What follows belongs to an exercise in optimizing a design on an open flow for small area, a short achievable clock period and few clock cycles; a production flow would make more cautious choices. Function was checked by simulation only, so behaviour that the tests miss may differ from the original. Power figures rest on the tool's default switching activity, not on a simulated workload.

Setup of 09-19:
==> flow/design.v <==
`default_nettype none
module alu_muldiv_unit #(
    parameter int WIDTH = 32,
    parameter int SHW   = $clog2(WIDTH)
) (
    input  wire logic             clk,
    input  wire logic             rst,
    input  wire logic [4:0]       ALUControl,
    input  wire logic [WIDTH-1:0] SrcA,
    input  wire logic [WIDTH-1:0] SrcB,
    input  wire logic             start,
    output logic      [WIDTH-1:0] ALUOut,
    output logic                  ZERO,
    output logic                  OVF,
    output logic                  busy,
    output logic                  done,
    output logic                  dz,
    output logic                  stall,
    output logic      [WIDTH-1:0] hi_o,
    output logic      [WIDTH-1:0] lo_o
);
    function automatic logic [5:0] bitlen(input logic [31:0] v);
        bitlen = 6'd0;
        for (int i = 0; i < 32; i++)
            if (v[i]) bitlen = 6'(i + 1);
    endfunction
    function automatic logic [31:0] lowor(input logic [31:0] v);
        logic [31:0] t;
        t = {v[30:0], 1'b0};
        for (int l = 0; l < 5; l++)
            for (int i = 0; i < 32; i++)
                if ((i >> l) & 1) t[i] = t[i] | t[((i >> l) << l) - 1];
        lowor = t;
    endfunction
    function automatic logic [31:0] rev32(input logic [31:0] v);
        for (int i = 0; i < 32; i++) rev32[i] = v[31-i];
    endfunction
    logic        r_busy, r_div, r_done, r_dz, r_negq, r_negr;
    logic [3:0]  r_cnt;
    logic [31:0] r_hi, r_lo;
    logic [33:0] r_x;      
    logic [31:0] r_y;      
    logic [8:0]  r_yb;     
    logic [4:0]  op;
    logic [31:0] a, b;
    assign op = ALUControl;
    assign a  = SrcA;
    assign b  = SrcB;
    logic [31:0] addr, bx, shres, alu;
    logic        co, sub, slt, sltu, ovf;
    logic [31:0] sh_in, sh_out;
    logic [63:0] sh_ext;
    logic        sh_left, sh_fill;
    assign sub  = ~op[0] | op[1];
    assign bx   = b ^ {32{sub}};
    assign {co, addr} = {1'b0, a} + {1'b0, bx} + {32'd0, sub};
    assign sltu = ~co;
    assign slt  = (a[31] ^ b[31]) ? a[31] : addr[31];
    assign sh_left = (op == 5'd9);
    assign sh_fill = (op == 5'd11) & b[31];
    assign sh_in   = sh_left ? rev32(b) : b;
    assign sh_ext  = {{32{sh_fill}}, sh_in};
    assign sh_out  = 32'(sh_ext >> a[4:0]);
    assign shres   = sh_left ? rev32(sh_out) : sh_out;
    logic [31:0] alu_o, zk;
    logic        s_as, s_lt, lt, z_as, z_o;
    always_comb begin
        alu_o = '0;
        case (op)
            5'd0:  alu_o = b;
            5'd3:  alu_o = a | b;
            5'd4:  alu_o = a & b;
            5'd5:  alu_o = a ^ b;
            5'd6:  alu_o = ~(a | b);
            5'd9, 5'd10, 5'd11: alu_o = shres;
            5'd16: alu_o = hi_o;
            5'd17: alu_o = lo_o;
            default: alu_o = '0;
        endcase
    end
    assign s_as = (op == 5'd1) | (op == 5'd2);
    assign s_lt = (op == 5'd7) | (op == 5'd8);
    assign lt   = op[0] ? slt : sltu;
    assign alu  = s_as ? addr : (s_lt ? {31'd0, lt} : alu_o);
    assign ovf  = s_as & (a[31] == bx[31]) & (addr[31] != a[31]);
    assign zk   = (a ^ bx) ^ {a[30:0] | bx[30:0], sub};
    assign z_as = ~|zk;
    assign z_o  = ~|alu_o;
    assign ALUOut = alu;
    assign ZERO   = s_as ? z_as : (s_lt ? ~lt : z_o);
    assign OVF    = ovf;
    logic accept, is_md, is_seq;
    assign is_md  = (op[4:2] == 3'b011);                  
    assign is_seq = is_md | (op[4:2] == 3'b100);           
    assign accept = ~r_busy & start & is_md;
    assign busy  = r_busy | accept;
    assign stall = busy & is_seq;
    assign done  = r_done;
    assign dz    = r_dz;
    logic [31:0] hi_neg, lo_neg;
    assign hi_neg = r_hi ^ lowor(r_hi);
    assign lo_neg = r_lo ^ lowor(r_lo);
    assign hi_o = (r_done & r_negr) ? hi_neg : r_hi;
    assign lo_o = (r_done & r_negq) ? lo_neg : r_lo;
    logic        sgn, a_neg, b_neg, is_div;
    logic [31:0] mag_a, mag_b;
    assign is_div = op[1];
    assign sgn    = ~op[0];
    assign a_neg  = sgn & a[31];
    assign b_neg  = sgn & b[31];
    assign mag_a  = a ^ ({32{a_neg}} & lowor(a));
    assign mag_b  = b ^ ({32{b_neg}} & lowor(b));
    logic [5:0]  wa, wb;
    logic signed [6:0] dsh;
    logic [4:0]  dsh_odd;
    logic        b_zero, d_none;
    logic [3:0]  d_cnt;
    logic [33:0] d_al;
    assign wa      = a_neg ? bitlen(~a) + 6'd1 : bitlen(a);
    assign wb      = b_neg ? bitlen(~b | 32'd1) : bitlen(b);
    assign dsh     = $signed({1'b0, wa}) - $signed({1'b0, wb});
    assign b_zero  = (b == '0);
    assign d_none  = dsh[6] & ~b_zero;                    
    assign dsh_odd = b_zero ? 5'd31 : (dsh[4:0] | 5'd1);
    assign d_cnt   = dsh_odd[4:1];                         
    assign d_al    = {2'b00, mag_b} << dsh_odd;
    logic        uns;
    logic [2:0]  ga, gb, gm;
    logic        swap;
    logic [31:0] m_x, m_y;
    assign uns = op[0];
    function automatic logic [2:0] groups(input logic [31:0] v, input logic u);
        logic s;
        s = v[31];
        if (u & s)                       groups = 3'd4;
        else if (v == '0)                groups = 3'd0;
        else if (v[31:7]  == {25{s}})    groups = 3'd1;
        else if (v[31:15] == {17{s}})    groups = 3'd2;
        else if (v[31:23] == {9{s}})     groups = 3'd3;
        else                             groups = 3'd4;
    endfunction
    assign ga   = groups(a, uns);
    assign gb   = groups(b, uns);
    assign swap = (gb > ga);
    assign m_y  = swap ? a : b;
    assign m_x  = swap ? b : a;
    assign gm   = swap ? ga : gb;
    function automatic logic [8:0] ygroup(input logic [31:0] y, input logic [1:0] g);
        case (g)
            2'd0:    ygroup = {y[7:0], 1'b0};
            2'd1:    ygroup = y[15:7];
            2'd2:    ygroup = y[23:15];
            default: ygroup = y[31:23];
        endcase
    endfunction
    logic [8:0]  ybits;       
    logic [63:0] acc_new;
    assign ybits = r_yb;
    logic [63:0] pp [4];
    logic [63:0] nk;
    always_comb begin
        nk = '0;
        nk[63:33] = 31'h7FFFFFAB;    
        for (int j = 0; j < 4; j++) begin
            logic y0, y1, y2, one, two, neg;
            logic [33:0] mag, p;
            y0  = ybits[2*j];
            y1  = ybits[2*j+1];
            y2  = ybits[2*j+2];
            one = y1 ^ y0;
            two = (y2 ^ y1) & ~one;
            neg = y2;
            mag = one ? {r_x[32], r_x[32:0]} : (two ? {r_x[32:0], 1'b0} : 34'd0);
            p   = neg ? ~mag : mag;
            pp[j] = 64'({~p[33], p[32:0]}) << (2*j);
            nk[2*j] = neg;
        end
    end
    function automatic logic [127:0] csa(input logic [63:0] x, y, z);
        csa = {((x & y) | (x & z) | (y & z)) << 1, x ^ y ^ z};
    endfunction
    logic [63:0] s1, c1, s2, c2, s3, c3, s4, c4, acc8;
    logic        acc_co;
    assign acc8 = {r_hi[23:0], r_lo, 8'd0};
    assign {c1, s1} = csa(pp[0], pp[1], pp[2]);
    assign {c2, s2} = csa(pp[3], acc8, nk);
    assign {c3, s3} = csa(s1, c1, s2);
    assign {c4, s4} = csa(s3, c3, c2);
    amd_pfx_add #(64, 1) u_mcpa (.a(s4), .b(c4), .cin(1'b0), .s(acc_new), .cout(acc_co));
    logic [33:0] t1, t2;
    logic        ge1, ge2;
    logic [31:0] r1, r2;
    logic [33:0] dx1;
    assign dx1 = {1'b0, r_x[33:1]};
    amd_pfx_add #(34) u_ds1 (.a({2'b00, r_hi}), .b(~r_x), .cin(1'b1), .s(t1), .cout(ge1));
    assign r1  = ge1 ? t1[31:0] : r_hi;
    amd_pfx_add #(34) u_ds2 (.a({2'b00, r1}), .b(~dx1), .cin(1'b1), .s(t2), .cout(ge2));
    assign r2  = ge2 ? t2[31:0] : r1;
    logic last;
    assign last = (r_cnt == 4'd0);
    always_ff @(posedge clk) begin
        if (rst) begin
            r_busy <= 1'b0;
            r_done <= 1'b0;
            r_dz   <= 1'b0;
            r_negq <= 1'b0;
            r_negr <= 1'b0;
            r_hi   <= '0;
            r_lo   <= '0;
        end else begin
            r_done <= 1'b0;
            r_hi   <= hi_o;
            r_lo   <= lo_o;
            if (accept) begin
                r_div <= is_div;
                if (is_div) begin
                    r_busy <= ~d_none;
                    r_done <= d_none;
                    r_cnt  <= d_cnt;
                    r_x    <= d_al;
                    r_hi   <= mag_a;
                    r_lo   <= '0;
                    r_dz   <= b_zero;
                    r_negq <= a_neg ^ b_neg;
                    r_negr <= a_neg;
                end else begin
                    r_busy <= (gm != 3'd0);
                    r_done <= (gm == 3'd0);
                    r_cnt  <= {2'b00, gm[1:0] - 2'd1};
                    r_x    <= {1'b0, ~uns & m_x[31], m_x};
                    r_y    <= m_y;
                    r_yb   <= ygroup(m_y, gm[1:0] - 2'd1);
                    r_hi   <= '0;
                    r_lo   <= (uns & m_y[31]) ? m_x : '0;
                    r_dz   <= 1'b0;
                    r_negq <= 1'b0;
                    r_negr <= 1'b0;
                end
            end else if (r_busy) begin
                r_cnt <= r_cnt - 4'd1;
                if (last) begin
                    r_busy <= 1'b0;
                    r_done <= 1'b1;
                end
                if (r_div) begin
                    r_x  <= {2'b00, r_x[33:2]};
                    r_hi <= r2;
                    r_lo <= {r_lo[29:0], ge1, ge2};
                end else begin
                    {r_hi, r_lo} <= acc_new;
                    r_yb         <= ygroup(r_y, r_cnt[1:0] - 2'd1);
                end
            end else if (start) begin
                if (op == 5'd18) r_hi <= a;
                if (op == 5'd19) r_lo <= a;
            end
        end
    end
endmodule
module amd_pfx_add #(
    parameter int N    = 32,
    parameter int FAST = 0
) (
    input  wire logic [N-1:0] a,
    input  wire logic [N-1:0] b,
    input  wire logic         cin,
    output logic      [N-1:0] s,
    output logic              cout
);
    localparam int L = $clog2(N + 1);
    logic [N:0] g, p, gg, pp;
    always_comb begin
        g  = {a & b, cin};
        p  = {a ^ b, 1'b0};
        gg = g;
        pp = p;
        if (FAST != 0) begin
            for (int l = 0; l < L; l++) begin
                for (int i = N; i >= 0; i--)
                    if ((i >> l) & 1) begin
                        gg[i] = gg[i] | (pp[i] & gg[((i >> l) << l) - 1]);
                        pp[i] = pp[i] & pp[((i >> l) << l) - 1];
                    end
            end
        end else begin
            for (int l = 0; l < L; l++) begin
                for (int i = N; i >= 0; i--)
                    if (((i + 1) % (2 << l)) == 0) begin
                        gg[i] = gg[i] | (pp[i] & gg[i - (1 << l)]);
                        pp[i] = pp[i] & pp[i - (1 << l)];
                    end
            end
            for (int l = L - 1; l >= 0; l--) begin
                for (int i = N; i >= 0; i--)
                    if (((i + 1) % (2 << l)) == (1 << l) && i >= (2 << l)) begin
                        gg[i] = gg[i] | (pp[i] & gg[i - (1 << l)]);
                        pp[i] = pp[i] & pp[i - (1 << l)];
                    end
            end
        end
        s    = p[N:1] ^ gg[N-1:0];
        cout = gg[N];
    end
endmodule
`default_nettype wire
Settings: LEC_CHECK=0, ABC_AREA=1, CAP_MARGIN=20, CORE_MARGIN=2, CORE_UTILIZATION=45, PLACE_DENSITY=0.6, SETUP_SLACK_MARGIN=2.0, SLEW_MARGIN=20; clock period 9.5 ns.
standard.sh (not shown) runs the stock make flow with config.mk's settings and CLKGATE_MAP_FILE= SYNTH_SCRIPT=/design/flow/synth_recipe.tcl, a recipe that flattens the netlist after the stock synthesis.
==> flow/flow/run.sh <==
#!/bin/bash
# Standard layout, except: synthesis leaves adders to ABC (no full/half-adder
# cell mapping), the ports are buffered by buf_2 cells (in place of the
# default delay-buffer cells), and repair may resize across footprints.
set -euo pipefail
cd "$(dirname "${BASH_SOURCE[0]}")/.."
bash standard.sh ADDER_MAP_FILE= \
    'BUFFER_PORTS_ARGS=-buffer_cell sky130_fd_sc_hd__buf_2' \
    MATCH_CELL_FOOTPRINT=0 finish > flow_make.log 2>&1
Testbench counts of 09-19, summed over its fixed seeds: cycles 6,323.
--- input diff 09-19..10-21 ---
-- flow/design.v --
<<< 09-19, line 86
    assign zk   = (a ^ bx) ^ {a[30:0] | bx[30:0], sub};
    assign z_as = ~|zk;
    assign z_o  = ~|alu_o;
    assign ALUOut = alu;
    assign ZERO   = s_as ? z_as : (s_lt ? ~lt : z_o);
>>> 10-21, line 86
    assign zk   = (a ^ bx) ^ {a[30:0] | bx[30:0], sub};
    assign z_as = ~|zk;
    always_comb begin
        case (op)
            5'd0:    z_o = ~|b;
            5'd3:    z_o = ~|(a | b);
            5'd4:    z_o = ~|(a & b);
            5'd5:    z_o = (a == b);
            5'd6:    z_o = &(a | b);
            5'd9, 5'd10, 5'd11: z_o = ~|shres;
            5'd16:   z_o = ~|r_hi;           
            5'd17:   z_o = ~|r_lo;
            default: z_o = 1'b1;
        endcase
    end
    assign ALUOut = alu;
    assign ZERO   = s_as ? z_as : (s_lt ? ~lt : z_o);
<<< 09-19, line 146
    assign m_x  = swap ? b : a;
    assign gm   = swap ? ga : gb;
    function automatic logic [8:0] ygroup(input logic [31:0] y, input logic [1:0] g);
        case (g)
>>> 10-21, line 158
    assign m_x  = swap ? b : a;
    assign gm   = swap ? ga : gb;
    logic [8:0]  yb_a, yb_b;
    assign yb_a = ygroup(a, ga[1:0] - 2'd1);
    assign yb_b = ygroup(b, gb[1:0] - 2'd1);
    function automatic logic [8:0] ygroup(input logic [31:0] y, input logic [1:0] g);
        case (g)
<<< 09-19, line 230
                    r_x    <= {1'b0, ~uns & m_x[31], m_x};
                    r_y    <= m_y;
                    r_yb   <= ygroup(m_y, gm[1:0] - 2'd1);
                    r_hi   <= '0;
                    r_lo   <= (uns & m_y[31]) ? m_x : '0;
>>> 10-21, line 245
                    r_x    <= {1'b0, ~uns & m_x[31], m_x};
                    r_y    <= m_y;
                    r_yb   <= swap ? yb_a : yb_b;
                    r_hi   <= '0;
                    r_lo   <= (uns & m_y[31]) ? m_x : '0;
==> notes.md <==
- Setup slack of the worst register-to-register path down 0.07 ns in 10-21 wrt 09-19
- Summary — area of the multi-input gates, 10-21 relative to 09-19: higher, by 0.45%.
- On reported sequential group power, 10-21 and 09-19 are neck and neck.
- 10-21 and 09-19 ended up with nearly the same part of the power in registers.
- Of the two values seen for worst setup path endpoint, ZERO was produced by 10-21 and ALUOut[20] by 09-19.
- Compared to 09-19, 10-21 has post-route cell area 0.56% higher.
- From 09-19 to 10-21 the numbers moved as follows: part of the total power dissipated in combinational logic has decreased; first-pass iteration count of the detailed router has increased; length of routed wiring on met1 has increased.
- 10-21 and 09-19 ended up with roughly the same fraction of synthesized area in multiplexers.
Testbench counts of 10-21, summed over its fixed seeds: cycles 6,323.

-- port drivers added, routing unchanged --
The results above use ideal ports. As a check the final layouts listed here were re-extracted and re-timed, cells and wires unchanged. Step 1 assumes that a clkbuf_16 drives the clock port and a buf_2 every other input. Step 2 moves the port delays by t, midway between the first and last clock arrival at a register: inputs arrive t later, outputs are due t later. That takes back most of the time a late clock gives input paths. Slacks: no drivers / after step 1 / after step 2; pairs: no drivers / after step 1.
run	shift t [ns]	slack for setup (ns)	pins driven straight from the clock port
09-19	0.540	2.036 / 2.013 / 1.756	1
10-21	0.555	1.711 / 1.673 / 1.454	1
After both steps every run listed still meets setup and hold. For 09-19, which loses most, drivers alone change the setup slack by -0.023 ns; drivers and shift together by -0.280 ns.
